Context: an optimization exercise on an open-source flow, tuned for a short achievable clock period and few clock cycles. The choices shown serve that exercise and are no tape-out recipe. The RTL was checked by simulation tests, not by an equivalence proof against the original design. No activity file was given, so power comes from the tool's default toggle rates.

Setup of v57:
## cr16_core
module cr16_core #(
    parameter logic [15:0] P_RESET_VECTOR = 16'h0000
) (
    input  logic        I_CLK,
    input  logic        I_NRESET,
    input  logic        mem_ack,
    input  logic [15:0] mem_rdata,
    output logic        mem_req,
    output logic        mem_we,
    output logic [15:0] mem_addr,
    output logic [15:0] mem_wdata,
    output logic [4:0]  status_flags
);
Size: about 2300 cells after synthesis, roughly 29000 um^2 of cells after synthesis.
clock: 6.0 ns
lec_check: 0
cap_margin: 20
core_margin: 2
core_utilization: 45
setup_slack_margin: 3.7
slew_margin: 20
synth_hierarchical: 1
synth_minimum_keep_size: 0
tns_end_percent: 20
run.sh (not shown) runs the stock make flow with config.mk's settings and CLKGATE_MAP_FILE= SYNTH_SCRIPT=/design/flow/synth_recipe.tcl, a recipe that flattens the netlist after the stock synthesis.
Testbench counts of v57, summed over its fixed seeds: cycles 53,159.
Changes in v15 relative to v57:
--- a/flow/config.mk
+++ b/flow/config.mk
@@ -10,2 +10,2 @@
-export CORE_UTILIZATION = 45
-export SETUP_SLACK_MARGIN = 3.7
+export CORE_UTILIZATION = 50
+export SETUP_SLACK_MARGIN = 3.9
@@ -15 +14,0 @@
-export TNS_END_PERCENT = 20
[summary]
v15 does better than v57 on violation count after the first detailed-routing iteration. v57 has a lower clock network power share than v15. v15 vs v57: routed wire length up slightly. Higher count of clock-net buffers in the final layout was reported by v57, not v15. For v15, the critical path's slowest cell was sky130_fd_sc_hd__dfrtp_1, unlike v57, where it was sky130_fd_sc_hd__mux4_2. Per the comparison of v15 with v57, count of non-filler cells in the finished layout decreased by 29 relative to the old numbers, number of instances in the synthesized netlist held steady.
Edits applied to the flow inputs when going from v15 to v19:
--- a/flow/config.mk
+++ b/flow/config.mk
@@ -11 +11 @@
-export SETUP_SLACK_MARGIN = 3.9
+export SETUP_SLACK_MARGIN = 3.7
Findings:
- Compared with v15, v19 shows a lower number of buffers created by CTS.
- Compared with v15, in v19 final instance area -2.0%; proportion of cell area occupied by registers +0.69 points; slack of the critical path +0.0085 ns; relative max-transition margin -3.5 points.
- Routed wire length is lower on v15
- v19 ended up with met4 as its highest routed metal layer; v15 ended up with met5.

========
== maple ==
cr16_core, a different RTL version from the one above (not shown whole).
Size in the first run: roughly 2300 cells after synthesis, roughly 58 I/O pins, roughly 0.029 sq mm of cells after synthesis.
// cr16_core
module cr16_core #(
    parameter logic [15:0] P_RESET_VECTOR = 16'h0000
) (
    input  logic        I_CLK,
    input  logic        I_NRESET,
    input  logic        mem_ack,
    input  logic [15:0] mem_rdata,
    output logic        mem_req,
    output logic        mem_we,
    output logic [15:0] mem_addr,
    output logic [15:0] mem_wdata,
    output logic [4:0]  status_flags
);
localparam integer FLAG_C = 0;
localparam integer FLAG_L = 1;
localparam integer FLAG_F = 2;
localparam integer FLAG_Z = 3;
localparam integer FLAG_N = 4;
localparam logic [3:0] ST_FETCH      = 4'd0;
localparam logic [3:0] ST_FETCH_WAIT = 4'd1;
localparam logic [3:0] ST_DECODE     = 4'd2;
localparam logic [3:0] ST_EXEC       = 4'd3;
localparam logic [3:0] ST_MEM        = 4'd4;
localparam logic [3:0] ST_MEM_WAIT   = 4'd5;
localparam logic [3:0] COND_EQ = 4'b0000;
localparam logic [3:0] COND_NE = 4'b0001;
localparam logic [3:0] COND_CS = 4'b0010;
localparam logic [3:0] COND_CC = 4'b0011;
localparam logic [3:0] COND_FS = 4'b0100;
localparam logic [3:0] COND_FC = 4'b0101;
localparam logic [3:0] COND_LT = 4'b0110;
localparam logic [3:0] COND_LO = 4'b1000;
localparam logic [3:0] COND_GE = 4'b1011;
localparam logic [3:0] COND_HS = 4'b1101;
localparam logic [3:0] COND_UC = 4'b1110;
localparam logic [2:0] ALU_ADD  = 3'd0;
localparam logic [2:0] ALU_SUB  = 3'd1;
localparam logic [2:0] ALU_AND  = 3'd2;
localparam logic [2:0] ALU_OR   = 3'd3;
localparam logic [2:0] ALU_XOR  = 3'd4;
localparam logic [2:0] ALU_PASS = 3'd5;
localparam logic [3:0] OP_EXT   = 4'b0000;
  ...
clock: 6.0 ns
lec_check: 0
cap_margin: 20
core_margin: 2
core_utilization: 50
setup_slack_margin: 3.9
slew_margin: 20
synth_hierarchical: 1
synth_minimum_keep_size: 0
Testbench counts of maple, summed over its fixed seeds: cycles 53,159.
--- input diff maple..quartz ---
--- a/flow/config.mk
+++ b/flow/config.mk
@@ -9,4 +9,4 @@
 export CORE_MARGIN = 2
-export CORE_UTILIZATION = 50
-export SETUP_SLACK_MARGIN = 3.9
+export CORE_UTILIZATION = 45
+export SETUP_SLACK_MARGIN = 3.7
 export SLEW_MARGIN = 20
[summary]
Compared to maple, quartz shows a narrower setup margin. Against maple, quartz reports a fmax that is lower. Area growth from synthesis to layout: quartz vs maple down 7.3 points. Part of the total power dissipated in sequential elements came out higher on quartz than on maple. Across maple and quartz, the outcome is the same: a clean finish for every run. In quartz, time the final worst path needs with I/O delays and setup is higher than in maple. [compare] base=maple new=quartz: internal power component fell by 110 uW, share of total power in combinational logic fell by 1.8 points, number of flip-flops and latches stayed essentially flat.
Setup changes, quartz to tundra
--- a/flow/config.mk
+++ b/flow/config.mk
@@ -9,3 +9,3 @@
 export CORE_MARGIN = 2
-export CORE_UTILIZATION = 45
+export CORE_UTILIZATION = 50
 export SETUP_SLACK_MARGIN = 3.7
### Flow results
- Changes observed in tundra relative to quartz: filler cell count fell 694; detailed placement HPWL +2700 microns; achievable frequency increased 1.4%.
- Global-route usage, quartz and tundra, lower one = quartz.
- Side by side, source-to-sink clock delay at the later pin of the worst-skew pair turned out lower in tundra than in quartz.
- In tundra, fraction of final layout cells sized beyond drive strength 1 is higher than in quartz.

[port drivers added, routing unchanged]
No port has a modelled driver above. Below, the same layouts with a new extraction and two added sets of constraints.
Step 1, drivers: a clkbuf_16 drives I_CLK and a buf_2 each remaining input, both assumed.
Step 2 moves the port delays by t, midway between the first and last clock arrival at a register: inputs arrive t later, outputs are due t later. That takes back most of the time a late clock gives input paths.
Three values: no drivers, after step 1, after step 2; two values: the first two.
run | t, ns | setup WS [ns] | worst setup path at the end | worst data-port slew with drivers (ns)
v57 | 0.689 | 3.545 / 3.265 / 2.576 | input to register | 0.43
v15 | 0.668 | 3.540 / 3.253 / 2.585 | input to register | 0.44
v19 | 0.681 | 3.548 / 3.421 / 2.740 | input to register | 0.29
maple | 0.679 | 3.619 / 3.550 / 2.871 | input to register | 0.26
quartz | 0.697 | 3.600 / 3.535 / 2.858 | input to register | 0.30
tundra | 0.667 | 3.634 / 3.544 / 2.877 | input to register | 0.26
After both steps every run listed still meets setup and hold. For v57, which loses most, drivers alone change the setup slack by -0.280 ns; drivers and shift together by -0.969 ns.
